Background: an optimization exercise with open tools, aiming at small area, a short achievable clock period and few clock cycles. Do not read the settings as production practice.
Only simulation tests tie the RTL to the original design; equivalence was not proved.
Power is estimated from default activity; no workload was simulated.

File: flow/design.v
package imd_pkg;
	localparam int IMD_REG_WIDTH_DEF = 32;	 
	typedef enum logic [3:0] {
		IMD_NOP   = 4'd0,	 
		IMD_MFHI  = 4'd1,	 
		IMD_MFLO  = 4'd2,	 
		IMD_MTHI  = 4'd3,	 
		IMD_MTLO  = 4'd4,	 
		IMD_MULT  = 4'd5,	 
		IMD_MULTU = 4'd6,	 
		IMD_DIV   = 4'd7,	 
		IMD_DIVU  = 4'd8	 
	} imd_op_t;
	typedef enum logic [1:0] {
		SEQ_IDLE = 2'd0,	 
		SEQ_RUN  = 2'd1,	 
		SEQ_DONE = 2'd2		 
	} imd_seq_state_t;
endpackage
`timescale 1ns/1ps
module imd_top #(
	parameter int REG_WIDTH = imd_pkg::IMD_REG_WIDTH_DEF
) (
	input  logic			clk,
	input  logic			nrst,
	input  logic [3:0]		i_imuldiv_op,		 
	input  logic [REG_WIDTH-1:0]	i_rs_val,
	input  logic [REG_WIDTH-1:0]	i_rt_val,
	input  logic			i_mem_stall,
	input  logic			i_fetch_stall,
	input  logic			i_nullify_execute,
	input  logic			i_nullify_mem,
	input  logic			i_nullify_wb,
	output logic			o_exec_stall,		 
	output logic [REG_WIDTH-1:0]	o_rd_val,
	output logic			o_rd_valid
);
	localparam int W = REG_WIDTH;
	localparam int CW = $clog2(W);
	localparam int K = 4;			 
	localparam int NSTEP = W / K;
	logic		st_prep;	 
	logic		st_mul;		 
	logic		st_mfin;	 
	logic		st_size;	 
	logic		st_norm;	 
	logic		st_div;		 
	logic		st_neg;		 
	logic [W-1:0]	hi, lo;		 
	logic [W-1:0]	d;		 
	logic [W-1:0]	m;		 
	logic [CW-1:0]	cnt;		 
	logic [CW:0]	za, zb;		 
	logic		cy;		 
	logic [K-1:0]	ps, pc;		 
	logic		pgen, pprop;	 
	logic		md;		 
	logic		short_m;	 
	logic		nl, nd;		 
	logic		neg_l, neg_h;	 
	logic		zl;		 
	logic		hz, lz;		 
	logic		mthi_m, mtlo_m, mthi_w, mtlo_w;
	logic		rd_hi;		 
	logic [W-1:0]	hi_seq, lo_seq;	 
	logic		op_mf, op_mfhi, op_mthi, op_mtlo, op_mul, op_div, op_signed;
	logic		busy, last, fin, stallable;
	logic		free;		 
	logic		adv, ld_arith, ld_mt, wr_mt;
	assign op_mfhi = (i_imuldiv_op == imd_pkg::IMD_MFHI);
	assign op_mf = op_mfhi || (i_imuldiv_op == imd_pkg::IMD_MFLO);
	assign op_mthi = (i_imuldiv_op == imd_pkg::IMD_MTHI);
	assign op_mtlo = (i_imuldiv_op == imd_pkg::IMD_MTLO);
	assign op_mul = (i_imuldiv_op == imd_pkg::IMD_MULT) || (i_imuldiv_op == imd_pkg::IMD_MULTU);
	assign op_div = (i_imuldiv_op == imd_pkg::IMD_DIV) || (i_imuldiv_op == imd_pkg::IMD_DIVU);
	assign op_signed = (i_imuldiv_op == imd_pkg::IMD_MULT) || (i_imuldiv_op == imd_pkg::IMD_DIV);
	assign busy = st_prep || st_mul || st_mfin || st_size || st_norm || st_div || st_neg;
	assign last = (cnt == '0);
	assign fin = (st_mfin && !neg_l) || (st_div && last && !neg_l && !neg_h) || st_neg;
	assign stallable = busy && !fin;
	assign free = !i_mem_stall && !i_fetch_stall;
	assign o_exec_stall = free && op_mf && stallable;
	assign adv = free && !(op_mf && stallable);
	assign ld_arith = free && !i_nullify_execute && (op_mul || op_div);
	assign ld_mt = free && !i_nullify_execute && (op_mthi || op_mtlo);
	assign wr_mt = adv && !i_nullify_wb;
	logic		a_neg, b_neg;
	assign a_neg = op_signed && i_rs_val[W-1];
	assign b_neg = op_signed && i_rt_val[W-1];
	function automatic logic is_small(input logic [W-1:0] v, input logic sgn);
		is_small = (v[W-1:W/2] == '0) || (sgn && (v[W-1:W/2-1] == '1));
	endfunction
	logic		rs_small, rt_small, swap;
	logic [W-1:0]	lo_in, d_in;
	assign rs_small = is_small(i_rs_val, op_signed);
	assign rt_small = is_small(i_rt_val, op_signed);
	assign swap = op_mul && !rs_small && rt_small;
	assign lo_in = swap ? i_rt_val : i_rs_val;
	assign d_in = swap ? i_rs_val : i_rt_val;
	localparam int CSW = W + K;
	function automatic logic [2*CSW-1:0] csa(input logic [CSW-1:0] x, input logic [CSW-1:0] y,
		input logic [CSW-1:0] z);
		logic [CSW-1:0] s, c;
		s = x ^ y ^ z;
		c = ((x & y) | (x & z) | (y & z)) << 1;
		csa = {c, s};
	endfunction
	logic [CSW-1:0]	pp [K];
	logic [CSW-1:0]	s1, c1, s2, c2, s3, c3, cs_s, cs_c;
	logic [K:0]	pend;		 
	logic [K:0]	nib;		 
	always_comb
		for (int i = 0; i < K; i++)
			pp[i] = {{K{1'b0}}, d & {W{lo[i]}}} << i;
	assign {c1, s1} = csa({{K{1'b0}}, hi}, {{K{1'b0}}, m}, pp[0]);
	assign {c2, s2} = csa(pp[1], pp[2], pp[3]);
	assign {c3, s3} = csa(s1, c1, s2);
	assign {cs_c, cs_s} = csa(s3, c3, c2);
	assign pend[K-1:0] = ps + pc + {{(K-1){1'b0}}, cy};
	assign pend[K] = pgen || (pprop && cy);
	assign nib = {1'b0, cs_s[K-1:0]} + {1'b0, cs_c[K-1:0]};
	logic [W:0]	sum;
	assign sum = {1'b0, hi} + {1'b0, m} + {{W{1'b0}}, md || pend[K]};
	logic [W-1:0]	lo_neg, hi_neg, lo_mag, d_mag;
	assign lo_neg = ~lo + 1'b1;
	assign hi_neg = ~hi + {{(W-1){1'b0}}, md || !st_neg || zl};
	assign lo_mag = nl ? lo_neg : lo;
	assign d_mag = nd ? hi_neg : d;
	function automatic logic [CW:0] clz(input logic [W-1:0] v);
		logic [CW-1:0]	n [W];
		logic		z [W];
		for (int i = 0; i < W; i++)
		begin
			z[i] = !v[W - 1 - i];
			n[i] = '0;
		end
		for (int l = 0; l < CW; l++)
		begin
			for (int i = 0; i < (W >> (l + 1)); i++)
			begin
				n[i] = z[2*i] ? (n[2*i+1] | CW'(1 << l)) : n[2*i];
				z[i] = z[2*i] && z[2*i+1];
			end
		end
		clz = {z[0], z[0] ? '0 : n[0]};
	endfunction
	logic [CW:0]	sh;
	logic		d_zero, q_zero;
	assign d_zero = zb[CW];
	assign q_zero = (zb < za);		 
	assign sh = zb - za;
	logic		end_div;	 
	assign end_div = (st_norm && (d_zero || q_zero)) || (st_div && last);
	always_ff @(posedge clk or negedge nrst)
	begin
		if (!nrst)
		begin
			st_prep <= 1'b0;
			st_mul <= 1'b0;
			st_mfin <= 1'b0;
			st_size <= 1'b0;
			st_norm <= 1'b0;
			st_div <= 1'b0;
			st_neg <= 1'b0;
			hz <= 1'b1;
			lz <= 1'b1;
			o_rd_valid <= 1'b0;
			mthi_m <= 1'b0;
			mtlo_m <= 1'b0;
			mthi_w <= 1'b0;
			mtlo_w <= 1'b0;
		end
		else
		begin
			if (adv)
			begin
				o_rd_valid <= !i_nullify_execute && op_mf;
				mthi_m <= ld_mt && op_mthi;
				mtlo_m <= ld_mt && op_mtlo;
				mthi_w <= mthi_m && !i_nullify_mem;
				mtlo_w <= mtlo_m && !i_nullify_mem;
			end
			if (ld_arith || (wr_mt && mthi_w))
				hz <= 1'b0;
			if (ld_arith || (wr_mt && mtlo_w))
				lz <= 1'b0;
			if (ld_arith)
			begin
				st_prep <= a_neg || b_neg;
				st_mul <= op_mul && !a_neg && !b_neg;
				st_mfin <= 1'b0;
				st_size <= op_div && !a_neg && !b_neg;
				st_norm <= 1'b0;
				st_div <= 1'b0;
				st_neg <= 1'b0;
			end
			else
			begin
				st_prep <= 1'b0;
				st_mul <= (st_prep && !md) || (st_mul && !last);
				st_mfin <= st_mul && last;
				st_size <= st_prep && md;
				st_norm <= st_size;
				st_div <= (st_norm && !d_zero && !q_zero) || (st_div && !last);
				st_neg <= ((st_mfin || end_div) && (neg_l || neg_h));
			end
		end
	end
	always_ff @(posedge clk)
	begin
		if (adv && !i_nullify_execute && op_mf)
			rd_hi <= op_mfhi;
		if (ld_arith)
		begin
			md <= op_div;
			short_m <= rs_small || rt_small;
			nl <= swap ? b_neg : a_neg;
			nd <= swap ? a_neg : b_neg;
			neg_l <= a_neg ^ b_neg;
			neg_h <= op_div ? a_neg : (a_neg ^ b_neg);
			cy <= 1'b0;
			ps <= '0;
			pc <= '0;
			pgen <= 1'b0;
			pprop <= 1'b0;
		end
		else if (st_mul)
		begin
			cy <= pend[K];
			ps <= cs_s[K-1:0];
			pc <= cs_c[K-1:0];
			pgen <= nib[K];
			pprop <= (nib[K-1:0] == '1);
		end
		if (st_mfin)
			zl <= (pend[K-1:0] == '0) && (short_m ?
				((sum[W/2-1:0] == '0) && (lo[W-1:W/2+K] == '0)) : (lo[W-1:K] == '0));
		if (ld_arith)
			cnt <= CW'((rs_small || rt_small) ? NSTEP / 2 - 1 : NSTEP - 1);
		else if (st_norm)
			cnt <= sh[CW-1:0];
		else if (st_mul || st_div)
			cnt <= cnt - 1'b1;
		if (st_size)
		begin
			za <= clz(lo);
			zb <= clz(d);
		end
		if (ld_arith)
			d <= d_in;
		else if (adv && (mthi_m || mtlo_m))
			d <= m;
		else if (st_prep)
			d <= d_mag;
		if (ld_mt)
			m <= i_rs_val;
		else if (ld_arith)
			m <= '0;
		else if (st_mul)
			m <= cs_c[CSW-1:K];
		else if (st_norm)
			m <= ~(d << sh[CW-1:0]);
		else if (st_div)
			m <= {1'b1, m[W-1:1]};
	end
	always_comb
	begin
		hi_seq = hi;
		lo_seq = lo;
		if (st_prep)
		begin
			hi_seq = '0;
			lo_seq = lo_mag;
		end
		if (st_mul)
		begin
			hi_seq = cs_s[CSW-1:K];
			lo_seq = {pend[K-1:0], lo[W-1:K]};
		end
		if (st_mfin)
		begin
			if (short_m)
			begin
				hi_seq = {{(W/2){1'b0}}, sum[W-1:W/2]};
				lo_seq = {sum[W/2-1:0], pend[K-1:0], lo[W-1:W/2+K]};
			end
			else
			begin
				hi_seq = sum[W-1:0];
				lo_seq = {pend[K-1:0], lo[W-1:K]};
			end
		end
		if (st_norm)
		begin
			hi_seq = lo;
			lo_seq = {W{d_zero}};
		end
		if (st_div)
		begin
			if (sum[W])
				hi_seq = sum[W-1:0];
			lo_seq = {lo[W-2:0], sum[W]};
		end
		if (st_neg)
		begin
			if (neg_l)
				lo_seq = lo_neg;
			if (neg_h)
				hi_seq = hi_neg;
		end
	end
	always_ff @(posedge clk)
	begin
		if (ld_arith)
		begin
			lo <= lo_in;
			hi <= (a_neg || b_neg) ? d_in : '0;
		end
		else if (wr_mt && mthi_w)
			hi <= d;
		else if (wr_mt && mtlo_w)
			lo <= d;
		else
		begin
			hi <= hi_seq;
			lo <= lo_seq;
		end
	end
	assign o_rd_val = (hi & {W{rd_hi && !hz}}) | (lo & {W{!rd_hi && !lz}});
endmodule
File: flow/flow/run.sh
#!/bin/bash
# Standard layout with two placement/repair knobs changed:
#  - port buffers are plain sky130 buffers (buf_1) instead of the delay cell
#    buffer_ports picks by default; every port still gets its own buffer;
#  - the resizer may change a cell's footprint when it repairs timing.
set -euo pipefail
bash standard.sh MATCH_CELL_FOOTPRINT=0 "BUFFER_PORTS_ARGS=-buffer_cell sky130_fd_sc_hd__buf_1" finish > standard_make.log 2>&1
File: flow/standard.sh
#!/bin/bash
# synth_recipe.tcl (not shown) runs the flow's synth.tcl, then flattens the netlist and writes it again
# the make line also repeats each setting of config.mk as NAME=value (left out here)
make -C /OpenROAD-flow-scripts/flow DESIGN_CONFIG=/design/flow/config.mk WORK_HOME=/design/flow/orfs CLKGATE_MAP_FILE= SYNTH_SCRIPT=/design/flow/synth_recipe.tcl "${@:-finish}"
File: flow/config.mk
export PLATFORM = sky130hd
export DESIGN_NAME = imd_top
export DESIGN_NICKNAME = imd_top
export VERILOG_FILES = /design/flow/design.v
export SDC_FILE = /design/flow/constraint.sdc
export NUM_CORES = 4
export LEC_CHECK = 0
export CAP_MARGIN = 20
export CORE_MARGIN = 2
export CORE_UTILIZATION = 40
export SETUP_SLACK_MARGIN = 2.5
export SLEW_MARGIN = 20
File: flow/constraint.sdc
create_clock -name core_clock -period 6.5 [get_ports {clk}]
set_input_delay 1.3000 -clock core_clock [delete_from_list [all_inputs] [get_ports {clk}]]
set_output_delay 1.3000 -clock core_clock [all_outputs]
set_load 0.01 [all_outputs]
==> results.txt, run 1 <==
run status no timing/DRC/antenna violations; Finished Core Util approximately 45%; Die Footprint about 55000 µm²; DR WL met2 between 40000 and 50000 µm; total number of vias 23100; Area Overhead vs Synth 9.88%; Post-synth ARST share around 8%; multiplexer area fraction after synthesis between 6 and 7%; Synth Area in Compound Gates between 20% and 30%; number of port buffers between 100 and 150; CP Data Arrival Time roughly 4.3 ns; Reg clk slew, reported paths approximately 0.080 ns; CP bufs+invs 2; Leak ~0.009 µW; top post-synthesis cells by area edfxtp_1, fa_1, a21oi_1; Pwr per Cell Area about 630 nW/µm²; Req. time, crit path 6.74 ns; DRC 0; number of synthesized register bits ~180; library cells used by synthesis roughly 90; EDFF count, synth 153; CTS tree done; largest net degree at the start of global routing 53; Initial Util between 40% and 50%; DRT met1 WL slightly above 40000 µm; fin cells approximately 3200; nets 2766; crit-path max FO 14; Peak Freq ~240 MHz; Setup crit end kind flop; die height around 240 µm; CP Class primary input to flop; row count 84; register area share after synthesis about a quarter; Peak VDD IR 0.471 mV; top cells by count, synth nand2_1, nor2_1, a21oi_1; initial antenna violation count 2; Synth Warn # 6; CTS Buffer Depth 2; DR iter-0 viols around 3900; most common cell in the netlist nand2_1; Tot Pwr around 15000 µW; Synth area leader edfxtp_1; Setup Viol. Count Final 0; drt total wl roughly 110000 µm; RSZ-0062 raised after global routing true; Top Layer Used met5; latest clock arrival within the worst-skew pair around 0.52 ns; Yosys top cell area share between 20% and 30%; placed insts between 3000 and 4000; DP HPWL between 80000 and 90000 µm; Die W around 240 µm; Inserted Clock Buffers 17; GR Util All Layers approximately two fifths; fin crit period around 4.1 ns; crit-path leading delay family simple AND/OR/NAND/NOR gates; CP peak stage delay between 0.5 and 0.6 ns; Hold Crit Class flop to flop; xor and xnor area share after synthesis approximately 4.9%; slowest CP cell nor4_2; Hold Violations, Final 0; Max Cap Viol 0; first-pass GRT wire length around 160000 µm; Top Ports 109; core area 52700 µm²; Root Driver clkbuf_16; Worst Skew between 0.009 and 0.01 ns; vias per inst between 7 and 8; mapped cell area about 21000 µm²; critical path cell sequence buf_1, nand4_1, nor4_2, a31oi_2, nand3_4, buf_4, mux2i_1, nor2_1, a31oi_1, o21ai_1; Tcrit/Tclk final between 60% and 70%; worst-margin pin slew ~1.2 ns; vias in the first global route between 20000 and 25000; largest family of logic cells by synthesized area compound AO/OA/AOI/OAI gates; Synth Area in Simple Gates around a fifth; Avg Inst Size Synth between 8 and 9 µm²; top_reg_cell synth edfxtp_1; Clock Sinks 175; Worst Setup Start Kind primary input; H-tree Lvls 4; Syn Nets 2774; routed wire length per instance 34.7 µm; Synth Area in Adders 14.8%; metal3 WL 15300 µm; final antenna-violating net count 0; GPL Wtd Cong about 1.1; max_slew headroom between 10% and 20%; share of cells above drive strength 1 between 10% and 20%; Post-CTS Hold Fix Bufs 0; Max Slew Vio Count 0; drt pass-1 iters 9; post-route setup TNS 0 ns; Post-Syn Instances about 2500; grt total ovfl 0
[state kept, by name (all words and copies together) (netlist names), 4 cells and up]
register / flops
cnt: 5
ps: 4
hi: 32
d: 32
lo: 32
za: 6
m: 32
zb: 6
[where the power goes]
| group | total [µW] | switching, µW | internal [µW] |
|---|---|---|---|
| Combinational | 10700 | 6610 | 4110 |
| Clock | 1160 | 571 | 588 |
| Sequential | 3000 | 1090 | 1910 |
| Total | 14900 | 8270 | 6610 |
[per-stage QoR]
step / instance area [µm²] / hold WS, ns / setup WS, ns
after floorplan: 21400 / 0.457 / 2.58
after global routing: 23500 / 0.517 / 2.45
after detailed placement: 22300 / 0.475 / 1.28
after global placement: 22300 / 0.469 / 1.21
after CTS: 23100 / 0.493 / 2.48
final: 23500 / 0.487 / 2.40
[layout make-up]
class                   count  area, µm²
diodes                      1       2.50
clock buffers              19        475
clock inverters            13        138
fillers                  5229      29200
inverters                  56        223
multi-input cells        2060      15500
flip-flops and latches    175       5110
well taps                 688        861
repair buffers            204       1170
[path summary, 6_finish.rpt]
kind / start / to / slack, ns / depth (start not counted)
worst max-delay path: i_rs_val[30] / lo[15] / 2.40 / 10
worst min-delay path: o_rd_valid / o_rd_valid / 0.49 / 1
worst max register to register: hi[9] / hi[12] / 2.49 / 12
worst min register to register: o_rd_valid / o_rd_valid / 0.49 / 1
max in group asynchronous: nrst / st_norm / 5.09 / 1
min in group asynchronous: nrst / mthi_m / 0.85 / 1
[cells in the final DEF, fill, tap and decap left out, types with 15 or more instances in the layout]
master,Yosys,layout
ha_1,50,48
o21ai_0,172,171
nor4_1,31,28
nand2b_1,21,20
nor3_1,48,46
o31ai_1,26,25
nand3_1,45,43
edfxtp_1,153,153
and2_1,129,128
a211oi_1,63,61
a22o_1,35,35
a21o_1,23,23
buf_1,19,100
mux2i_1,83,83
xnor2_1,80,74
nand4_1,25,25
mux2_2,15,15
o211ai_1,30,30
o22ai_1,24,24
fa_1,127,126
xor2_1,39,31
buf_4,1,88
clkbuf_16,0,19
o21bai_1,17,16
inv_1,54,52
nand2_1,227,225
a21oi_1,190,185
nor2b_1,18,16
o221ai_1,39,39
nor2_1,219,212
a221oi_1,73,71
[cell families after synthesis]
kind of cell / after synthesis
AOI/OAI and AO/OA: 811
DFF: 175
muxes: 111
adders and majority gates: 177
buffers and inverters: 288
xor gates and xnor gates: 119
and+or+nand+nor: 841
[timing repair]
item                       in CTS  in global routing
gates cloned                    1                  1
gates resized for setup        20                 45
buffers inserted               11                 20
hold endpoints to repair        0                  0
pin swaps                       3                  5
setup endpoints to repair      93                105
[metal layers]
| layer | up-vias | GRT usage [%] |
|---|---|---|
| li1 | 9377 | - |
| met2 | 2037 | 56.2 |
| met3 | 554 | 12.0 |
| met5 | - | 0 |
| met4 | 4 | 27.8 |
| met1 | 11100 | 50.1 |
Testbench counts, summed over its fixed seeds: cycles 31,558.
==> run 2: changes to the inputs <==
--- a/flow/config.mk
+++ b/flow/config.mk
@@ -10,3 +10,4 @@
 export CORE_UTILIZATION = 40
-export SETUP_SLACK_MARGIN = 2.5
+export SETUP_SLACK_MARGIN = 2.75
 export SLEW_MARGIN = 20
+export TNS_END_PERCENT = 10
==> run 2 against run 1 <==
- critical path depth fell by 6
- clock skew up 0.0067 ns
- first-iteration DRC count rose by 4.5%
- die area unchanged
- synthesized area stayed put
- via count up 0.81%
- fmax grew 6.8%
- highest routed layer unchanged
==> results.txt, run 2 <==
run status no timing/DRC/antenna violations; Crit. Startpoint rd_hi; Avg Inst Size Synth ~8.5 µm²; Post-CTS Hold Fix Bufs 0; row count 84; Tcrit/Tclk final around 59%; Max Slew Vio Count 0; top_reg_cell synth edfxtp_1; register area share after synthesis 23.9%; DP HPWL between 80000 and 90000 µm; Worst Setup Start Kind flop; EDFF count, synth between 150 and 200; Peak Freq ~260 MHz; CP Data Arrival Time between 2 and 3 ns; max_slew headroom 22.0%; CP Class flop to output pin; met3 usage 11.4%; nets around 2800; GRT busiest layer met2; top post-synthesis cells by area edfxtp_1, fa_1, a21oi_1; critical path cell sequence nor2_2, buf_4, a22o_1, buf_1; Synth area leader edfxtp_1; first-pass GRT wire length about 160000 µm; top cells by count, synth nand2_1, nor2_1, a21oi_1; Post-Syn Instances 2522; most frequent cells in the layout nand2_1, nor2_1, a21oi_1; fin crit period roughly 3.8 ns; DRC 0; grt met2 use a little under three fifths; Hold Crit Class flop to flop; Setup Viol. Count Final 0; Req. time, crit path ~5.2 ns; register area just over 5000 µm²; slowest CP cell nor2_2; number of synthesized register bits about 180; routed wire length per instance approximately 34 µm; library cells used by synthesis ~90; Top Ports approximately 110; latest clock arrival within the worst-skew pair ~0.52 ns; Die W about 240 µm; Syn Nets 2774; most common cell in the netlist nand2_1; met1 Resource Use GR between 40% and 50%; H-tree Lvls 4; mapped cell area approximately 21000 µm²; Hold Violations, Final 0; reg2reg setup slack roughly 2.7 ns; Peak VDD IR around 0.64 mV; vias per inst around 7.1; Clock Sinks about 180; DR iter-0 viols 4058; Post-synth ARST share approximately 8%; die height 235 µm; post-route setup TNS 0 ns; Yosys top cell area share approximately 21%; fillers ~5000; CTS tree done; final antenna-violating net count 0; crit-path max FO 23; Max Cap Viol 0; Leak roughly 0.0092 µW; Worst Skew about 0.016 ns; largest net degree at the start of global routing between 100 and 150; drt total wl 112000 µm; Area Overhead vs Synth 13.2%; Initial Util around two fifths; grt total ovfl 0; worst-margin pin slew between 1 and 1.5 ns; core area 52700 µm²; worst-case reg-to-reg path depth 10; Reg clk slew, reported paths 0.07 ns; Setup crit end kind output pin; GPL Wtd Cong 1.08; Tot Pwr about 15000 µW; RSZ-0062 raised after global routing true; Setup crit end o_rd_val[0]; r2r startpoint lo[0]; share of cells above drive strength 1 a little over an eighth; GR Util All Layers 38.9%; number of port buffers ~110; drt pass-1 iters 6; Die Footprint approximately 55000 µm²; total number of vias around 23000; initial antenna violation count 3; Synth Warn # 6; CTS Buffer Depth 2; r2r endpoint hi[8]; Pwr per Cell Area ~630 nW/µm²; Root Driver clkbuf_16; CP peak stage delay about 0.58 ns; Inserted Clock Buffers 17; vias in the first global route 21700; most common cell after layout, fill and taps aside nand2_1; multi-input logic area 15700 µm²
-- run 2: cells by family after synthesis --
group	after synthesis	synth area share, %
XOR/XNOR	119	4.87
adder cells (fa/ha/maj)	177	14.8
multiplexers	111	6.04
AND/OR/NAND/NOR	841	19.7
AO/OA/AOI/OAI	811	25.4
buffers and inverters	288	5.27
flip-flops	175	23.9
-- run 2: worst min path at each step --
stage	startpoint	end	slack (ns)	cells after the start
2_1_floorplan	pgen	cy	0.46	2
3_3_place_gp	pgen	cy	0.47	2
3_5_place_dp	pgen	cy	0.48	2
4_1_cts	pgen	cy	0.49	2
5_1_grt	hz	hz	0.52	1
6_report	hz	hz	0.50	1
-- run 2: final cells by class --
| class | instances | share of cell area [%] |
|---|---|---|
| diodes | 4 | 0.0414 |
| repair buffers | 262 | 6.92 |
| flip-flops and latches | 175 | 21.1 |
| inverters | 56 | 0.925 |
| clock buffers | 26 | 2.33 |
| clock inverters | 6 | 0.274 |
| multi-input cells | 2060 | 64.9 |
| well taps | 688 | 3.56 |
-- run 2: per-stage QoR --
stage	setup slack, ns	util [%]	hold slack (ns)	area (µm²)	cells
2_1_floorplan	2.70	-	0.457	21400	2522
3_3_place_gp	1.63	42.4	0.475	22300	3148
3_5_place_dp	1.68	42.4	0.483	22300	3148
4_1_cts	2.63	44.4	0.493	23400	3211
5_1_grt	2.63	46.0	0.520	24200	3273
6_report	2.66	46.0	0.498	24200	3277
-- run 2: repair_timing --
action / CTS / global route
resized for setup: 41 / 80
setup buffers: 30 / 59
setup endpoints to repair: 213 / 193
pin swaps: 8 / 10
gates cloned: 1 / 3
-- run 2: worst max-delay path, delay by kind of cell, from the launching register on --
kind / cells / cell delay (ns)
buffers and inverters: 2 / 0.74
AND/OR/NAND/NOR: 1 / 0.58
flip-flops: 1 / 0.42
AO/OA/AOI/OAI: 1 / 0.25
-- run 2: metal layers --
metal	share of wire [%]	routed length, µm
met1	36	40800
met4	9.0	10000
met2	41	45900
met3	13	15100
met5	0.0080	9
-- run 2: power by group --
part | leakage (µW) | switching [µW] | internal (µW)
Combinational | 0.00714 | 6740 | 4390
Sequential | 0.00180 | 964 | 1910
Clock | 0.000312 | 524 | 637
==> run 3: changes to the inputs <==
--- a/flow/design.v
+++ b/flow/design.v
@@ -54,4 +54,2 @@
 	logic		cy;		 
-	logic [K-1:0]	ps, pc;		 
-	logic		pgen, pprop;	 
 	logic		md;		 
@@ -66,3 +64,6 @@
 	logic		op_mf, op_mfhi, op_mthi, op_mtlo, op_mul, op_div, op_signed;
-	logic		busy, last, fin, stallable;
+	logic		busy, last;
+	logic		fin_hi, fin_lo;	 
+	logic		stall_hi, stall_lo;
+	logic		d_zero, q_zero;	 
 	logic		free;		 
@@ -78,7 +79,11 @@
 	assign last = (cnt == '0);
-	assign fin = (st_mfin && !neg_l) || (st_div && last && !neg_l && !neg_h) || st_neg;
-	assign stallable = busy && !fin;
+	assign fin_lo = (st_mfin && !neg_l) || st_neg || (st_mul && last && !short_m && !neg_l) ||
+		(((st_div && last) || (st_norm && (d_zero || q_zero))) && !neg_l);
+	assign fin_hi = (st_mfin && !neg_l) || st_neg ||
+		(((st_div && last) || (st_norm && (d_zero || q_zero))) && !neg_h);
+	assign stall_hi = busy && !fin_hi;
+	assign stall_lo = busy && !fin_lo;
 	assign free = !i_mem_stall && !i_fetch_stall;
-	assign o_exec_stall = free && op_mf && stallable;
-	assign adv = free && !(op_mf && stallable);
+	assign o_exec_stall = free && (op_mfhi ? stall_hi : (op_mf && stall_lo));
+	assign adv = free && !(op_mfhi ? stall_hi : (op_mf && stall_lo));
 	assign ld_arith = free && !i_nullify_execute && (op_mul || op_div);
@@ -109,4 +114,3 @@
 	logic [CSW-1:0]	s1, c1, s2, c2, s3, c3, cs_s, cs_c;
-	logic [K:0]	pend;		 
-	logic [K:0]	nib;		 
+	logic [K:0]	cs_lo;		 
 	always_comb
@@ -118,7 +122,5 @@
 	assign {cs_c, cs_s} = csa(s3, c3, c2);
-	assign pend[K-1:0] = ps + pc + {{(K-1){1'b0}}, cy};
-	assign pend[K] = pgen || (pprop && cy);
-	assign nib = {1'b0, cs_s[K-1:0]} + {1'b0, cs_c[K-1:0]};
+	assign cs_lo = {1'b0, cs_s[K-1:0]} + {1'b0, cs_c[K-1:0]} + {{K{1'b0}}, cy};
 	logic [W:0]	sum;
-	assign sum = {1'b0, hi} + {1'b0, m} + {{W{1'b0}}, md || pend[K]};
+	assign sum = {1'b0, hi} + {1'b0, m} + {{W{1'b0}}, md || cy};
 	logic [W-1:0]	lo_neg, hi_neg, lo_mag, d_mag;
@@ -147,3 +149,2 @@
 	logic [CW:0]	sh;
-	logic		d_zero, q_zero;
 	assign d_zero = zb[CW];
@@ -221,18 +222,7 @@
 			cy <= 1'b0;
-			ps <= '0;
-			pc <= '0;
-			pgen <= 1'b0;
-			pprop <= 1'b0;
 		end
 		else if (st_mul)
-		begin
-			cy <= pend[K];
-			ps <= cs_s[K-1:0];
-			pc <= cs_c[K-1:0];
-			pgen <= nib[K];
-			pprop <= (nib[K-1:0] == '1);
-		end
+			cy <= cs_lo[K];
 		if (st_mfin)
-			zl <= (pend[K-1:0] == '0) && (short_m ?
-				((sum[W/2-1:0] == '0) && (lo[W-1:W/2+K] == '0)) : (lo[W-1:K] == '0));
+			zl <= (lo[W-1:W/2] == '0) && (short_m ? (sum[W/2-1:0] == '0) : (lo[W/2-1:0] == '0));
 		if (ld_arith)
@@ -277,3 +267,3 @@
 			hi_seq = cs_s[CSW-1:K];
-			lo_seq = {pend[K-1:0], lo[W-1:K]};
+			lo_seq = {cs_lo[K-1:0], lo[W-1:K]};
 		end
@@ -284,9 +274,6 @@
 				hi_seq = {{(W/2){1'b0}}, sum[W-1:W/2]};
-				lo_seq = {sum[W/2-1:0], pend[K-1:0], lo[W-1:W/2+K]};
+				lo_seq = {sum[W/2-1:0], lo[W-1:W/2]};
 			end
 			else
-			begin
 				hi_seq = sum[W-1:0];
-				lo_seq = {pend[K-1:0], lo[W-1:K]};
-			end
 		end
--- a/flow/config.mk
+++ b/flow/config.mk
@@ -10,4 +10,3 @@
 export CORE_UTILIZATION = 40
-export SETUP_SLACK_MARGIN = 2.75
+export SETUP_SLACK_MARGIN = 2.5
 export SLEW_MARGIN = 20
-export TNS_END_PERCENT = 10
==> run 3 against run 2 <==
- final area is 2.7% lower
- still clean
- largest cell class unchanged
- highest routed layer unchanged
- core utilization down 1.3 points
- critical endpoint is now o_exec_stall
- clock power down about 10%
- routed wire length down 1.0%
- worst hold slack worse by 0.022 ns
- sequential power rose by 6%
- largest power group unchanged
- synthesized cell count increased by 4.1%
==> results.txt, run 3 <==
reg2reg setup slack between 2 and 3 ns; r2r startpoint st_mfin; library cells used by synthesis 94; fillers approximately 5400; multi-input logic area between 15000 and 20000 µm²; Synth area leader edfxtp_1; Setup Viol. Count Final 0; initial antenna violation count 3; Setup crit end kind output pin; vias in the first global route about 22000; post-route setup TNS 0 ns; top cells by count, synth nand2_1, nor2_1, a21oi_1; Yosys top cell area share between 20 and 25%; Tot Pwr roughly 15000 µW; slowest CP cell edfxtp_1; worst-case reg-to-reg path depth 9; r2r endpoint lo[23]; Final Cell Area 23500 µm²; most common cell in the netlist nand2_1; nets between 2000 and 3000; routed wire length per instance approximately 33 µm; Synth Warn # 6; Peak Freq between 200 and 250 MHz; Die W roughly 240 µm; crit-path max FO 4; die height ~240 µm; Syn Nets 2878; fin crit period between 4 and 5 ns; final antenna-violating net count 0; CTS Buffer Depth 2; register area share after synthesis 23.3%; Leak around 0.0087 µW; EDFF count, synth approximately 150; mapped cell area 21400 µm²; critical path cell sequence ha_2, inv_2, fa_2, a211oi_4, o21ai_2, o211a_1, a221o_2, nand2_4, nor3_2, buf_2; Top Ports between 100 and 150; Pwr per Cell Area ~650 nW/µm²; Worst Hold End o_rd_valid; Root Driver clkbuf_16; row count 84; top post-synthesis cells by area edfxtp_1, fa_1, nand2_1; setup ws final ~2.3 ns; RSZ-0062 raised after global routing true; Hold Path Stages 1; max_slew headroom 27.0%; Avg Inst Size Synth 8.13 µm²; largest net degree at the start of global routing 68; share of cells above drive strength 1 under 10%; drt total wl 111000 µm; top_reg_cell synth edfxtp_1; total number of vias between 20000 and 25000; Die Footprint 55300 µm²; latest clock arrival within the worst-skew pair a little over 0.5 ns; Worst Skew 0.0185 ns; Hold Slack 0.476 ns; H-tree Lvls 4; CTS tree done; Peak VDD IR approximately 0.25 mV; DRC 0; DR iter-0 viols 3688; Req. time, crit path 5.20 ns; Initial Util 40.6%; Max Slew Vio Count 0; Post-Syn Instances 2625; worst-margin pin slew 1.09 ns; number of port buffers approximately 110; crit-path leading delay family compound AO/OA/AOI/OAI gates; number of synthesized register bits around 170; Post-synth ARST share under 10%; run status no timing/DRC/antenna violations; Post-Place Worst Slack 1.52 ns; GR Util All Layers between 30% and 40%; first-pass GRT wire length approximately 160000 µm; most common cell after layout, fill and taps aside nand2_1; vias per inst 6.91; Tcrit/Tclk final between 60% and 70%; drt pass-1 iters 7; Hold Crit Class flop to flop; Clock Sinks roughly 170; most frequent cells in the layout nand2_1, nor2_1, a21oi_1; Hold Violations, Final 0; Area after DPL ~22000 µm²; Area Overhead vs Synth 10.3%; Max Cap Viol 0; Crit. Startpoint za[0]; CP peak stage delay 0.60 ns; Post-CTS Hold Fix Bufs 0; Worst Setup Start Kind flop; DP HPWL 83800 µm; Inserted Clock Buffers 17; grt total ovfl 0; worst hold start o_rd_valid; CP Class flop to output pin; CP bufs+invs 2; core area ~53000 µm²; register area 4970 µm²; Reg clk slew, reported paths 0.07 ns; GPL Wtd Cong between 1 and 1.5; CP Data Arrival Time around 2.9 ns
==> run 3: worst max-delay path by stage <==
stage / cells past startpoint / slack (ns) / to
2_1_floorplan: 9 / 2.60 / m[0]
3_5_place_dp: 8 / 1.52 / lo[23]
4_1_cts: 10 / 2.20 / o_exec_stall
3_3_place_gp: 8 / 1.29 / lo[23]
5_1_grt: 10 / 2.21 / o_exec_stall
6_report: 10 / 2.26 / o_exec_stall
==> run 3: per-layer routing <==
layer / vias to the layer above / part of all wire (%) / GRT usage, % / wire length [µm]
li1: 9531 / - / - / -
met1: 11200 / 38 / 50.8 / 41800
met2: 1943 / 41 / 54.9 / 45400
met3: 378 / 15 / 15.8 / 16900
met4: 4 / 6.0 / 20.1 / 6620
met5: - / 0.021 / 0 / 23
==> run 3: logic make-up (layout without fill, tap and decap cells) <==
kind of cell	after synthesis	in the layout	synth area share (%)
AND/OR/NAND/NOR	867	869	18.8
AO/OA/AOI/OAI	796	796	24.3
buffers and inverters	346	369	6.37
adder cells (fa/ha/maj)	178	178	14.9
flip-flops	168	168	23.3
multiplexers	147	147	7.40
XOR/XNOR	123	123	5.04
other	0	1	0
==> run 3: power breakdown <==
group          internal [µW]  total (µW)  switching (µW)
clock network            516        1040             526
registers               1870        3060            1190
logic                   4150       11300            7120
==> run 3: what timing repair did <==
| item | in CTS | in global routing |
|---|---|---|
| cloned | 1 | 1 |
| resized for setup | 35 | 47 |
| setup endpoints to repair | 190 | 160 |
| setup buffers | 16 | 25 |
| pin swaps | 9 | 19 |
==> run 3: per-stage QoR <==
stage               util, %  cells
floorplan                 -   2625
global placement       42.4   3262
detailed placement     42.4   3262
CTS                    43.9   3311
global route           44.7   3338
finish                 44.7   3339
==> run 3: final cells by class <==
type	count	area share [%]
sequential	168	21.1
tap	688	3.66
inverter	114	1.84
timing repair buffer	223	5.73
clock inverter	9	0.276
clock buffer	23	1.99
antenna	1	0.0106
multi-input combinational	2113	65.4
Testbench counts of run 3, summed over its fixed seeds: cycles 31,226.
==> run 4: changes to the inputs <==
--- a/flow/config.mk
+++ b/flow/config.mk
@@ -10,3 +10,4 @@
 export CORE_UTILIZATION = 40
-export SETUP_SLACK_MARGIN = 2.5
+export SETUP_SLACK_MARGIN = 2.75
 export SLEW_MARGIN = 20
+export TNS_END_PERCENT = 10
==> run 4 against run 3 <==
- still clean on timing, DRC and antenna
- clock skew up 0.0024 ns
- power down 1.4%
- via count down 1.0%
- sequential cell count unchanged
- critical endpoint unchanged
- largest cell class unchanged
- largest power group unchanged
==> results.txt, run 4 <==
Sw Pwr ~8700 µW; latest clock arrival within the worst-skew pair 0.49 ns; RSZ-0062 raised after global routing true; DP HPWL 83300 µm; CP peak stage delay 0.59 ns; mapped cell area between 20000 and 25000 µm²; first-pass GRT wire length between 150000 and 200000 µm; Int Pwr approximately 6500 µW; initial antenna violation count 7; share of cells above drive strength 1 under 10%; total number of vias between 20000 and 25000; Reg clk slew, reported paths about 0.08 ns; Post-CTS Hold Fix Bufs 0; crit-path max FO 3; Clock Sinks around 170; Top Ports about 110; most frequent cells in the layout nand2_1, nor2_1, a21oi_1; CTS Buffer Depth 2; Yosys top cell area share 21.5%; Worst Skew about 0.021 ns; Area Overhead vs Synth 10.3%; register area share after synthesis a little under a quarter; nets 2883; Setup crit end kind output pin; final antenna-violating net count 0; Syn Nets 2878; Req. time, crit path between 5 and 6 ns; max_slew headroom about a quarter; Post-Syn Instances about 2600; Die W roughly 240 µm; CP Class flop to output pin; run status no timing/DRC/antenna violations; DRC 0; Tcrit/Tclk final about 65%; die height 235 µm; Synth area leader edfxtp_1; Post-synth ARST share 8.33%; drt pass-1 iters 7; worst hold start mtlo_w; clock network power share under 10%; Crit. Startpoint za[0]; EDFF count, synth 153; Synth Warn # 6; library cells used by synthesis 94; vias in the first global route between 20000 and 25000; fin crit period about 4.2 ns; top post-synthesis cells by area edfxtp_1, fa_1, nand2_1; most common cell after layout, fill and taps aside nand2_1; top_reg_cell synth edfxtp_1; GR Util All Layers 38.5%; row count 84; r2r startpoint lo[3]; Hold Slack 0.495 ns; critical path cell sequence ha_2, inv_2, fa_2, a211oi_4, o21ai_2, o211a_1, a221o_2, nand2_4, nor3_2, buf_2; Initial Util 40.6%; Worst Setup Start Kind flop; top cells by count, synth nand2_1, nor2_1, a21oi_1; CP Data Arrival Time between 2 and 3 ns; drt total wl 110000 µm; grt total ovfl 0; H-tree Lvls 4; Max Slew Vio Count 0; core area ~53000 µm²; logic gate share of total power 72.9%; Hold Crit Class flop to flop; number of port buffers between 100 and 150; routed wire length per instance 33.1 µm; vias per inst between 6 and 7; Peak Freq between 200 and 250 MHz; number of synthesized register bits ~170; Hold Violations, Final 0; fillers ~5200; Leak ~0.0087 µW; Max Cap Viol 0; Setup Viol. Count Final 0; most common cell in the netlist nand2_1; slowest CP cell edfxtp_1; CTS tree done; Reg power frac between 10% and 20%; Avg Inst Size Synth about 8.1 µm²; DR iter-0 viols approximately 3700; GPL Wtd Cong 1.08; switch share around 57%; worst-margin pin slew around 1.1 ns; Inserted Clock Buffers 17; post-route setup TNS 0 ns; Peak VDD IR 0.251 mV; Die Footprint between 50000 and 60000 µm²; Pwr per Cell Area ~640 nW/µm²; largest net degree at the start of global routing 70; Root Driver clkbuf_16
run 4: kinds of logic (layout without fill, tap and decap cells):
logic type / after synthesis / in the layout / synth area share, %
buf+inv: 346 / 360 / 6.37
mux: 147 / 147 / 7.40
flops: 168 / 168 / 23.3
xor+xnor: 123 / 123 / 5.04
fa+ha+maj: 178 / 178 / 14.9
simple gates: 867 / 870 / 18.8
other cells: 0 / 2 / 0
compound gates: 796 / 796 / 24.3
run 4: metal layers:
| metal | vias to the layer above | GRT usage, % | routed length [µm] |
|---|---|---|---|
| met1 | 11000 | 50.6 | 41100 |
| li1 | 9519 | - | - |
| met5 | - | 0 | 37 |
| met2 | 1958 | 55.1 | 45200 |
| met4 | 6 | 18.8 | 6790 |
| met3 | 350 | 14.7 | 17200 |
run 4: path summary, 6_finish.rpt:
| path | to | slack, ns | cells past startpoint |
|---|---|---|---|
| min | mtlo_w | 0.50 | 2 |
| min in group asynchronous | o_rd_valid | 0.89 | 1 |
| min reg2reg | mtlo_w | 0.50 | 2 |
| max reg2reg | lo[31] | 2.34 | 13 |
| max in group asynchronous | st_mul | 5.03 | 1 |
| max | o_exec_stall | 2.26 | 10 |
run 4: metrics by stage:
step	instance area (µm²)	utilization, %	setup WS [ns]	power (µW)	cells
2_1_floorplan	21400	-	2.61	8830	2625
3_3_place_gp	22300	42.3	1.60	12900	3259
3_5_place_dp	22300	42.3	1.73	13000	3260
4_1_cts	23000	43.8	2.29	14300	3297
5_1_grt	23600	44.7	2.22	15800	3331
6_report	23600	44.7	2.26	15200	3332
run 4: timing repair:
item / in CTS / in global routing
pin swaps: 6 / 17
gates resized for setup: 25 / 56
buffers inserted: 5 / 31
gates cloned: 1 / 2
endpoints found under the setup margin: 228 / 203
run 4: power groups by stage:
| stage | Clock (µW) | Combinational, µW | Sequential [µW] |
|---|---|---|---|
| global placement | 0 | 9970 | 2920 |
| global route | 1140 | 11700 | 2970 |
| finish | 1110 | 11100 | 3000 |
| detailed placement | 0 | 10100 | 2910 |
| CTS | 1110 | 10300 | 2890 |
| floorplan | 0 | 6600 | 2230 |
run 4: worst max-delay path, delay by kind of cell, from the launching register on:
family	cells	cell delay, ns
compound gates	4	0.93
fa+ha+maj	2	0.63
buf+inv	2	0.18
flops	1	0.59
simple gates	2	0.14
run 4: layout make-up:
type | instances | area, µm² | area share (%)
inverters | 114 | 428 | 1.82
well taps | 688 | 861 | 3.65
repair buffers | 215 | 1290 | 5.49
diodes | 2 | 5.00 | 0.0212
clock buffers | 18 | 429 | 1.82
multi-input cells | 2114 | 15400 | 65.4
flip-flops and latches | 168 | 4970 | 21.1
clock inverters | 13 | 156 | 0.664

## port drivers added, routing unchanged
The flow's constraints put no driver on any port. The routed layouts listed below were extracted and timed again, unchanged, in two steps. Step 1 sets driving cells, clkbuf_16 on the clock port and buf_2 on the other inputs (assumed; they add their load-dependent delay and slew). Step 2 also shifts input and output timing later by t, the mid clock arrival at the registers, as if the neighbouring blocks saw the same clock. Slacks: no drivers / after step 1 / after step 2; pairs: no drivers / after step 1.
| run | t (ns) | slack for setup (ns) | slew at the worst register clock pin (ns) |
|---|---|---|---|
| run 1 | 0.575 | 2.397 / 2.369 / 1.794 | 0.08 / 0.08 |
| run 2 | 0.575 | 2.657 / 2.599 / 2.109 | 0.08 / 0.08 |
| run 3 | 0.559 | 2.256 / 2.197 / 1.944 | 0.08 / 0.08 |
| run 4 | 0.536 | 2.255 / 2.197 / 1.940 | 0.09 / 0.09 |
After both steps every run listed still meets setup and hold. The setup slack of run 1, which loses most, moves by -0.028 ns with the drivers and by -0.603 ns with both steps.
